This design comes from an exercise in tuning for small area, a short achievable clock period and few clock cycles per item on the open sky130 flow, not from production work. Function was checked by simulation only, so behaviour that the tests miss may differ from the original. Power and IR drop assume default switching activity.

Setup of run 1:
Design dense_neuron_mac, start of the top module:
module dense_neuron_mac #(
  parameter int unsigned N     = nn_pkg::N,
  parameter int unsigned FRAC  = nn_pkg::FRAC,
  parameter int unsigned LEN_W = 9,
  parameter int unsigned ACC_W = 72
) (
  input  logic                    clk,
  input  logic                    rst,
  input  logic                    start,
  input  logic        [LEN_W-1:0] len,
  input  logic signed [N-1:0]     bias,
  input  logic                    relu_en,
  input  logic                    in_valid,
  output logic                    in_ready,
  input  logic signed [N-1:0]     x,
  input  logic signed [N-1:0]     w,
  output logic                    out_valid,
  input  logic                    out_ready,
  output logic signed [N-1:0]     out,
  output logic                    sat,
  output logic                    busy,
  output logic                    done
);
Size in the first run: roughly 3400 cells after synthesis, roughly 270 flip-flops.
==> flow/config.mk <==
export PLATFORM = sky130hd
export DESIGN_NAME = dense_neuron_mac
export DESIGN_NICKNAME = dense_neuron_mac
export VERILOG_FILES = /design/flow/design.v
export SDC_FILE = /design/flow/constraint.sdc
export NUM_CORES = 4
export LEC_CHECK = 0
export CAP_MARGIN = 20
export CORE_MARGIN = 2
export CORE_UTILIZATION = 45
export GPL_ROUTABILITY_DRIVEN = 0
export PLACE_DENSITY = 0.72
export SLEW_MARGIN = 20
==> flow/constraint.sdc <==
create_clock -name core_clock -period 12.0 [get_ports {clk}]
set_input_delay 2.4000 -clock core_clock [delete_from_list [all_inputs] [get_ports {clk}]]
set_output_delay 2.4000 -clock core_clock [all_outputs]
set_load 0.01 [all_outputs]
standard.sh (not shown) runs the stock make flow with config.mk's settings and CLKGATE_MAP_FILE= SYNTH_SCRIPT=/design/flow/synth_recipe.tcl, a recipe that flattens the netlist after the stock synthesis.
==> flow/flow/run.sh <==
#!/bin/bash
set -euo pipefail
bash standard.sh 'BUFFER_PORTS_ARGS=-buffer_cell sky130_fd_sc_hd__buf_2' SETUP_SLACK_MARGIN=8.6 TNS_END_PERCENT=0 SKIP_INCREMENTAL_REPAIR=1 SYNTH_ARGS=-noabc finish > flow_standard.log 2>&1
Testbench counts of run 1, summed over its fixed seeds: cycles 13,071, beats 11,791.
--- input diff run 1..run 2 ---
# run 1
export LEC_CHECK = 0
export CAP_MARGIN = 20
export CORE_MARGIN = 2
export CORE_UTILIZATION = 45
export GPL_ROUTABILITY_DRIVEN = 0
export PLACE_DENSITY = 0.72
export SLEW_MARGIN = 20
create_clock -name core_clock -period 12.0 [get_ports {clk}]
# run 2
export LEC_CHECK = 0
export CAP_MARGIN = 20
export CORE_MARGIN = 2
export CORE_UTILIZATION = 45
export GPL_TIMING_DRIVEN = 0
export PLACE_DENSITY = 0.72
export SLEW_MARGIN = 20
create_clock -name core_clock -period 12.0 [get_ports {clk}]
Notes after the runs:
Run 2 vs run 1, share of the core filled with cells went up by 1.0 points. The share of power burned in the clock network reported for run 2 is smaller than that of run 1 by 1.7 points. Run 2 and run 1 ended up with nearly the same clock latency on the worst-skew pair.
Input changes introduced in run 3 (baseline for comparison: run 2):
# run 2
export LEC_CHECK = 0
export CAP_MARGIN = 20
export CORE_MARGIN = 2
export CORE_UTILIZATION = 45
export GPL_TIMING_DRIVEN = 0
export PLACE_DENSITY = 0.72
export SLEW_MARGIN = 20
create_clock -name core_clock -period 12.0 [get_ports {clk}]
# run 3
export LEC_CHECK = 0
export CAP_MARGIN = 20
export CORE_MARGIN = 2
export CORE_UTILIZATION = 40
export SLEW_MARGIN = 20
create_clock -name core_clock -period 12.0 [get_ports {clk}]
==> flow/flow/run.sh <==
#!/bin/bash
set -euo pipefail
bash standard.sh 'BUFFER_PORTS_ARGS=-buffer_cell sky130_fd_sc_hd__buf_2' SETUP_SLACK_MARGIN=8.3 TNS_END_PERCENT=0 SKIP_INCREMENTAL_REPAIR=1 SYNTH_ARGS=-noabc finish > flow_standard.log 2>&1
## What came out
- Diff run 3..run 2 | final cell count without fillers | negligible
- Clock share of power on run 3 is up relative to run 2.
- [compare] base=run 2 new=run 3: total die area climbed about 12%; routed metal-1 wire length dropped 3900 µm; total power climbed 9.1%.
Input changes introduced in run 4 (baseline for comparison: run 3):
# run 3
export LEC_CHECK = 0
export CAP_MARGIN = 20
export CORE_MARGIN = 2
export CORE_UTILIZATION = 40
export SLEW_MARGIN = 20
create_clock -name core_clock -period 12.0 [get_ports {clk}]
# run 4
export LEC_CHECK = 0
export CAP_MARGIN = 20
export CORE_MARGIN = 2
export CORE_UTILIZATION = 45
export PLACE_DENSITY = 0.72
export SLEW_MARGIN = 20
create_clock -name core_clock -period 12.0 [get_ports {clk}]
==> flow/flow/run.sh <==
#!/bin/bash
set -euo pipefail
bash standard.sh 'BUFFER_PORTS_ARGS=-buffer_cell sky130_fd_sc_hd__buf_2' SETUP_SLACK_MARGIN=8.6 TNS_END_PERCENT=5 SKIP_INCREMENTAL_REPAIR=1 SYNTH_ARGS=-noabc finish > flow_standard.log 2>&1
--- outcome ---
Going from run 3 to run 4, number of buffers inserted by post-CTS setup repair has increased; routed wire length has increased. Overall power of the completed layout sits lower in run 4 than in run 3. Relative to run 3, count of fill cells added during filler insertion has gone down in run 4. On headroom to the max-slew limit: run 4 sits below run 3. Worst setup path endpoint: acc_c[38]$_DFF_P_ -> run 3, out_q[9]$_SDFF_PP0_ -> run 4. In the metrics for run 3 and run 4, the one carrying the lower multi-input gate area in the final layout is run 3. Global-route usage: run 4 vs run 3 up 3.7 points. Cmp run 4 vs run 3: area overhead of the layout relative to synthesis higher in run 4.

## separate check: timing with driven ports
The results above use ideal ports. As a check the final layouts listed here were re-extracted and re-timed, cells and wires unchanged. Step 1 assumes that a clkbuf_16 drives the clock port and a buf_2 every other input. Step 2, shift: input delay + t, output delay - t, t = (earliest + latest rising clock arrival at the registers) / 2. This alone moves slack from input paths to output paths. Three values: ideal ports, drivers, drivers and shift; two values: the first two.
run | shift t [ns] | setup WS [ns] | hold WS [ns] | worst data-port slew with drivers (ns) | cell pins on the clock port's net
run 1 | 0.627 | 8.247 / 8.247 / 8.241 | 0.353 / 0.353 / 0.353 | 0.12 | 1
run 2 | 0.625 | 8.080 / 8.080 / 8.080 | 0.356 / 0.356 / 0.356 | 0.11 | 1
run 3 | 0.651 | 8.122 / 8.122 / 8.122 | 0.364 / 0.364 / 0.364 | 0.07 | 1
run 4 | 0.643 | 8.137 / 8.137 / 8.137 | 0.346 / 0.346 / 0.346 | 0.10 | 1
After both steps setup and hold are still met in every run listed. The setup slack of run 1, which loses most, moves by 0.000 ns with the drivers and by -0.006 ns with both steps.
